This design comes from an exercise in tuning for small area, a short achievable clock period and few clock cycles per item on the open sky130 flow, not from production work.
Where RTL was checked, it was by simulation tests only, not by an equivalence proof against the original.

==> flow/design.v <==
`default_nettype none
module xtea_add32 (
  input  wire logic [31:0] x,
  input  wire logic [31:0] y,
  input  wire logic        ci,
  output logic [31:0]      s
);
  logic [31:0] p0;
  logic [31:0] g [6];
  logic [31:0] p [6];
  always_comb begin
    p0   = x ^ y;
    p[0] = p0;
    g[0] = x & y;
    g[0][0] = g[0][0] | (p0[0] & ci);
    for (int l = 0; l < 5; l++) begin
      for (int i = 0; i < 32; i++) begin
        if (((i >> l) & 1) == 1) begin
          g[l+1][i] = g[l][i] | (p[l][i] & g[l][((i >> l) << l) - 1]);
          p[l+1][i] = p[l][i] & p[l][((i >> l) << l) - 1];
        end else begin
          g[l+1][i] = g[l][i];
          p[l+1][i] = p[l][i];
        end
      end
    end
    s = p0 ^ {g[5][30:0], ci};
  end
endmodule
`default_nettype wire
`default_nettype none
module xtea_block_cipher (
  input  wire logic        clk,
  input  wire logic        rst,
  input  wire logic        cfg_valid,
  output logic             cfg_ready,
  input  wire logic [2:0]  cfg_index,
  input  wire logic [31:0] cfg_data,
  input  wire logic        in_valid,
  output logic             in_stall,
  input  wire logic [64:0] in_data,
  output logic             out_valid,
  input  wire logic        out_stall,
  output logic [63:0]      out_data
);
  localparam logic [31:0] DELTA     = 32'h9E37_79B9;
  localparam logic [31:0] NEG_DELTA = 32'h61C8_8647;   
  logic [31:0] key [4];
  logic [6:0]  nrounds;
  logic [31:0] dec_sum;
  logic        init;       
  logic        pre;        
  logic        idle;       
  logic        busy;       
  logic        fin;        
  logic        outv;       
  logic        stall_q;    
  logic        ph;         
  logic [6:0]  cnt;
  logic        func;
  logic [31:0] a, b;
  logic [31:0] s;          
  logic [31:0] sk;         
  wire trigger   = rst || (cfg_valid && cfg_index == 3'd4);
  wire cnt_zero  = (cnt == 7'd0);
  wire n_zero    = (nrounds == 7'd0);
  wire accept    = idle && in_valid;
  wire in_dec    = in_data[64];
  logic [31:0] mixed, b_step, sk_sum;
  xtea_add32 u_add_mix (.x((b << 4) ^ (b >> 5)), .y(b), .ci(1'b0), .s(mixed));
  xtea_add32 u_add_b   (.x(a), .y(mixed ^ sk), .ci(func), .s(b_step));
  wire        last   = ph && (cnt == 7'd1);
  wire [31:0] x      = s;   
  wire        neg    = idle || func;
  wire [1:0]  ksel   = (idle || (!ph ^ func)) ? x[12:11] : x[1:0];
  wire [31:0] kword  = key[ksel];
  xtea_add32 u_add_sk  (.x(x), .y(kword), .ci(1'b0), .s(sk_sum));
  wire [31:0] sk_nx  = sk_sum ^ {32{neg}};
  wire [31:0] s_add  = x + ((idle || (busy && func)) ? NEG_DELTA : DELTA);
  assign cfg_ready = 1'b1;
  assign in_stall  = stall_q;
  assign out_valid = outv;
  assign out_data  = {a, s};
  always_ff @(posedge clk) begin
    for (int i = 0; i < 4; i++) begin
      if (rst || (cfg_valid && cfg_index == 3'(i))) key[i] <= cfg_data & {32{!rst}};
    end
    if (rst)                                 nrounds <= 7'd32;
    else if (cfg_valid && cfg_index == 3'd4) nrounds <= cfg_data[6:0];
    if (pre && cnt_zero) dec_sum <= s;
  end
  always_ff @(posedge clk) begin
    if (trigger) begin
      init    <= 1'b1;
      pre     <= 1'b0;
      idle    <= 1'b0;
      busy    <= 1'b0;
      fin     <= 1'b0;
      outv    <= 1'b0;
      stall_q <= 1'b1;
    end else begin
      if (init) begin
        init <= 1'b0;
        pre  <= 1'b1;
      end
      if (pre && cnt_zero) begin
        pre     <= 1'b0;
        idle    <= 1'b1;
        stall_q <= 1'b0;
      end
      if (accept) begin
        idle    <= 1'b0;
        stall_q <= 1'b1;
        if (n_zero) fin  <= 1'b1;
        else        busy <= 1'b1;
      end
      if (busy && last) begin
        busy <= 1'b0;
        fin  <= 1'b1;
      end
      if (fin) begin
        fin  <= 1'b0;
        outv <= 1'b1;
      end
      if (outv && !out_stall) begin
        outv    <= 1'b0;
        idle    <= 1'b1;
        stall_q <= 1'b0;
      end
    end
  end
  always_ff @(posedge clk) begin
    if (init || idle) begin
      cnt <= nrounds;
    end else if (pre) begin
      if (!cnt_zero) cnt <= cnt - 7'd1;
    end else if (busy && ph) begin
      cnt <= cnt - 7'd1;
    end
    if (idle) begin
      func <= in_dec;
      ph   <= 1'b0;
    end else if (busy) begin
      ph <= !ph;
    end
  end
  always_ff @(posedge clk) begin
    if (init)                                s <= '0;
    else if (fin)                            s <= func ? a : b;
    else if (outv)                           s <= out_stall ? s : dec_sum;
    else if (accept)                         s <= in_dec ? s_add : DELTA;
    else if ((pre && !cnt_zero) || (busy && ph)) s <= s_add;
    if (idle && !in_dec) sk <= key[0];
    else                 sk <= sk_nx;
  end
  always_ff @(posedge clk) begin
    if (idle)      a <= in_dec ? in_data[31:0] : in_data[63:32];
    else if (busy) a <= b;
    else if (fin && func) a <= b;
    b <= idle ? (in_dec ? in_data[63:32] : in_data[31:0]) : b_step;
  end
endmodule
`default_nettype wire
clock: 12.0 ns
lec_check: 0
cap_margin: 20
core_margin: 2
core_utilization: 40
slew_margin: 20
standard.sh (not shown) runs the stock make flow with config.mk's settings and CLKGATE_MAP_FILE= SYNTH_SCRIPT=/design/flow/synth_recipe.tcl, a recipe that flattens the netlist after the stock synthesis.
==> flow/flow/run.sh <==
#!/bin/bash
set -euo pipefail
bash standard.sh SETUP_SLACK_MARGIN=7.5 \
  "BUFFER_PORTS_ARGS=-buffer_cell sky130_fd_sc_hd__buf_1" \
  "CTS_ARGS=-sink_clustering_enable -repair_clock_nets -dont_use_dummy_load -buf_list {sky130_fd_sc_hd__clkbuf_1 sky130_fd_sc_hd__clkbuf_2}" \
  finish > standard_flow.log 2>&1
Then changed:
--- a/flow/design.v
+++ b/flow/design.v
@@ -67,13 +67,13 @@
   wire accept    = idle && in_valid;
   wire in_dec    = in_data[64];
   logic [31:0] mixed, b_step, sk_sum;
   xtea_add32 u_add_mix (.x((b << 4) ^ (b >> 5)), .y(b), .ci(1'b0), .s(mixed));
   xtea_add32 u_add_b   (.x(a), .y(mixed ^ sk), .ci(func), .s(b_step));
   wire        last   = ph && (cnt == 7'd1);
-  wire [31:0] x      = s;   
+  wire [31:0] x      = idle ? dec_sum : s;
   wire        neg    = idle || func;
   wire [1:0]  ksel   = (idle || (!ph ^ func)) ? x[12:11] : x[1:0];
   wire [31:0] kword  = key[ksel];
   xtea_add32 u_add_sk  (.x(x), .y(kword), .ci(1'b0), .s(sk_sum));
   wire [31:0] sk_nx  = sk_sum ^ {32{neg}};
   wire [31:0] s_add  = x + ((idle || (busy && func)) ? NEG_DELTA : DELTA);
@@ -144,13 +144,12 @@
       ph <= !ph;
     end
   end
   always_ff @(posedge clk) begin
     if (init)                                s <= '0;
     else if (fin)                            s <= func ? a : b;
-    else if (outv)                           s <= out_stall ? s : dec_sum;
     else if (accept)                         s <= in_dec ? s_add : DELTA;
     else if ((pre && !cnt_zero) || (busy && ph)) s <= s_add;
     if (idle && !in_dec) sk <= key[0];
     else                 sk <= sk_nx;
   end
   always_ff @(posedge clk) begin
Worst hold slack is better by 0.0054 ns.
Critical path depth falls by 1.
Count of clock-buffer cells in the layout rises by 2.
Register-to-register slack is better by 0.15 ns.
Testbench counts after the change, summed over its fixed seeds: cycles 34,616, items 512.
For the first run of this note, only the layout was checked, not whether the RTL still works.

==> port drivers added, routing unchanged <==
No port has a modelled driver above. Below, the same layouts with a new extraction and two added sets of constraints.
Step 1: set_driving_cell puts a clkbuf_16 on clk and a buf_2 on each other input, an assumption about the parent block.
Step 2 moves the port delays by t, midway between the first and last clock arrival at a register: inputs arrive t later, outputs are due t later. That takes back most of the time a late clock gives input paths.
a / b / c = no drivers / after step 1 / after step 2; a / b = the first two.
run	t (ns)	setup WS [ns]	latest minus earliest clock arrival (ns)
the first run	0.888	7.439 / 7.439 / 7.247	0.105 / 0.105
the second run	0.987	7.589 / 7.589 / 7.278	0.119 / 0.120
After both steps every run listed still meets setup and hold. The setup slack of the second run, which loses most, moves by 0.000 ns with the drivers and by -0.311 ns with both steps.
